Background: an optimization exercise with open tools, aiming at small area and a short achievable clock period. Do not read the settings as production practice.
The RTL was checked by simulation tests, not by an equivalence proof against the original design.

## mult_div_ctrl
module mult_div_ctrl #(
  parameter int MULT_CYCLES = 5,
  parameter int DIV_CYCLES  = 10
) (
  input  logic        clk,
  input  logic        reset,
  input  logic        start,
  input  logic [2:0]  md_op,
  input  logic [31:0] rs_val,
  input  logic [31:0] rt_val,
  input  logic        md_use_D,
  output logic        busy,
  output logic        stall,
  output logic [31:0] HI,
  output logic [31:0] LO
);
  localparam int W = 35;
  logic        busy_q;
  logic [3:0]  cnt_q;       
  logic        run_q;       
  logic        fin_q;       
  logic        div_q;       
  logic        sg_q;        
  logic        sa_q;        
  logic        sd_q;        
  logic        pb_q;        
  logic [32:0] a_q;         
  logic [31:0] b_q;         
  logic [31:0] m_q;         
  logic [3:0]  e_q;         
  logic [32:0] m_ext;
  logic [31:0] hi_q, lo_q;
  logic accept, go;
  assign busy   = busy_q;
  assign accept = start & ~busy_q & (md_op <= 3'd5);
  assign go     = start & ~busy_q & (md_op <= 3'd3);
  assign m_ext = {sg_q & m_q[31], m_q};
  logic div_run;
  assign div_run = div_q & run_q;
  logic [3:0][W-1:0] x, s;
  logic [3:0]        neg, one, two;
  logic [3:0]   t;           
  logic         a_zero;
  assign a_zero = (a_q == 33'd0);
  for (genvar j = 0; j < 4; j++) begin : g_stage
    logic [2:0]   bb;
    if (j == 0) begin : g_x0
      assign x[j] = div_run ? {a_q[32], a_q, e_q[3]} : {{2{a_q[32]}}, a_q};
    end else begin : g_xj
      assign x[j] = div_q ? {s[j-1][32], s[j-1][32:0], e_q[3-j]}
                          : {{2{s[j-1][W-1]}}, s[j-1][W-1:2]};
    end
    if (j == 0) begin : g_bb0
      assign bb = run_q ? {b_q[1], b_q[0], pb_q} : {2'b00, ~sg_q & pb_q};
    end else begin : g_bbj
      assign bb = {b_q[2*j+1], b_q[2*j], b_q[2*j-1]};
    end
    if (j == 3) begin : g_d3
      assign neg[j] = div_q ? 1'b0 : bb[2] & ~(bb[1] & bb[0]);
    end else begin : g_dj
      assign neg[j] = div_q ? ((run_q | sa_q) ? ~(x[j][W-1] ^ sd_q) : sd_q)
                            : bb[2] & ~(bb[1] & bb[0]);
    end
    assign one[j] = div_q ? (run_q | sa_q | a_q[32]) : bb[1] ^ bb[0];
    assign two[j] = ~div_q & ((bb[2] & ~bb[1] & ~bb[0]) | (~bb[2] & bb[1] & bb[0]));
    mdu_stage #(.W(W)) u_stage (
      .x(x[j]), .m(m_ext), .one(one[j]), .two(two[j]), .neg(neg[j]), .s(s[j])
    );
  end
  logic [32:0] xs, ys, ss, r3;
  logic [33:0] cs;
  logic        neg3;
  ...
Size: ~180 flip-flops, roughly 140 I/O pins, roughly 16000 sq um of cells after synthesis.
==> flow/config.mk <==
export PLATFORM = sky130hd
export DESIGN_NAME = mult_div_ctrl
export DESIGN_NICKNAME = mult_div_ctrl
export VERILOG_FILES = /design/flow/design.v
export SDC_FILE = /design/flow/constraint.sdc
export NUM_CORES = 4
export LEC_CHECK = 0
export CAP_MARGIN = 20
export CORE_MARGIN = 2
export CORE_UTILIZATION = 40
export CTS_BUF_LIST = sky130_fd_sc_hd__clkbuf_8
export SLEW_MARGIN = 20
==> flow/constraint.sdc <==
create_clock -name core_clock -period 130.0 [get_ports {clk}]
set_input_delay 26.0000 -clock core_clock [delete_from_list [all_inputs] [get_ports {clk}]]
set_output_delay 26.0000 -clock core_clock [all_outputs]
set_load 0.01 [all_outputs]
standard.sh (not shown) runs the stock make flow with config.mk's settings and CLKGATE_MAP_FILE= SYNTH_SCRIPT=/design/flow/synth_recipe.tcl, a recipe that flattens the netlist after the stock synthesis.
==> flow/flow/run.sh <==
#!/bin/bash
# The standard layout with two changes:
#  - every input and output port is buffered by buf_1 instead of the cell buffer_ports picks;
#  - after the standard synthesis, flow/netopt.py sets combinational cells to their smallest
#    drive strength and moves full-adder carries to the CIN pin, before the rest of the
#    standard flow runs (and repairs slew, capacitance and timing where needed).
set -euo pipefail
R=$PWD/orfs/results/sky130hd/mult_div_ctrl/base
LIB=$FLOW_HOME/platforms/sky130hd/lib/sky130_fd_sc_hd__tt_025C_1v80.lib
BP="BUFFER_PORTS_ARGS=-buffer_cell sky130_fd_sc_hd__buf_1"
bash standard.sh "$BP" $R/1_2_yosys.v > synth.log 2>&1
cp $R/1_2_yosys.v synth_netlist.v.log
python3 flow/netopt.py $R/1_2_yosys.v $LIB > netopt.log 2>&1
bash standard.sh "$BP" finish > standard.log 2>&1
Other scripts of this flow, unchanged in this note and not shown: flow/flow/netopt.py
Rerun with:
==> flow/flow/run.sh (replaced) <==
#!/bin/bash
# The standard layout with three changes:
#  - every input and output port is buffered by buf_1 instead of the cell buffer_ports picks;
#  - after the standard synthesis, flow/netopt.py sets combinational cells to their smallest
#    drive strength and moves full-adder carries to the CIN pin, before the rest of the
#    standard flow runs (and repairs slew, capacitance and timing where needed);
#  - clock tree synthesis adds no dummy load cells.
set -euo pipefail
R=$PWD/orfs/results/sky130hd/mult_div_ctrl/base
LIB=$FLOW_HOME/platforms/sky130hd/lib/sky130_fd_sc_hd__tt_025C_1v80.lib
BP="BUFFER_PORTS_ARGS=-buffer_cell sky130_fd_sc_hd__buf_1"
CTS="CTS_ARGS=-sink_clustering_enable -repair_clock_nets -buf_list sky130_fd_sc_hd__clkbuf_8 -dont_use_dummy_load"
bash standard.sh "$BP" "$CTS" $R/1_2_yosys.v > synth.log 2>&1
cp $R/1_2_yosys.v synth_netlist.v.log
python3 flow/netopt.py $R/1_2_yosys.v $LIB > netopt.log 2>&1
bash standard.sh "$BP" "$CTS" finish > standard.log 2>&1
--- a/flow/config.mk
+++ b/flow/config.mk
@@ -6,7 +6,6 @@
 export NUM_CORES = 4
 export LEC_CHECK = 0
-export CAP_MARGIN = 20
+export CAP_MARGIN = 0
 export CORE_MARGIN = 2
 export CORE_UTILIZATION = 40
-export CTS_BUF_LIST = sky130_fd_sc_hd__clkbuf_8
-export SLEW_MARGIN = 20
+export SLEW_MARGIN = 0
After rerunning:
- register-to-register slack is about the same
- sequential cell count is unchanged
- clock skew increases by 9.3 ps
- global-route usage barely changes
- clock-buffer cell count drops by 2
- sequential share of layout area is higher by 0.23 points
- synthesized cell count stays the same

-- what the ideal ports hide --
No port has a modelled driver above. Below, the same layouts with a new extraction and two added sets of constraints.
Step 1: set_driving_cell puts a clkbuf_16 on clk and a buf_2 on each other input, an assumption about the parent block.
Step 2 also shifts input and output timing later by t, the mid clock arrival at the registers, as if the neighbouring blocks saw the same clock.
Three values: ideal, step 1, step 2; two values: the first two.
run | t (ns) | setup slack, ns | latest minus earliest clock arrival (ns) | worst data-port slew with drivers (ns)
the first run | 0.552 | 77.449 / 77.422 / 77.422 | 0.019 / 0.019 | 0.04
the second run | 0.545 | 77.451 / 77.424 / 77.424 | 0.029 / 0.028 | 0.04
After both steps setup and hold are still met in every run listed.
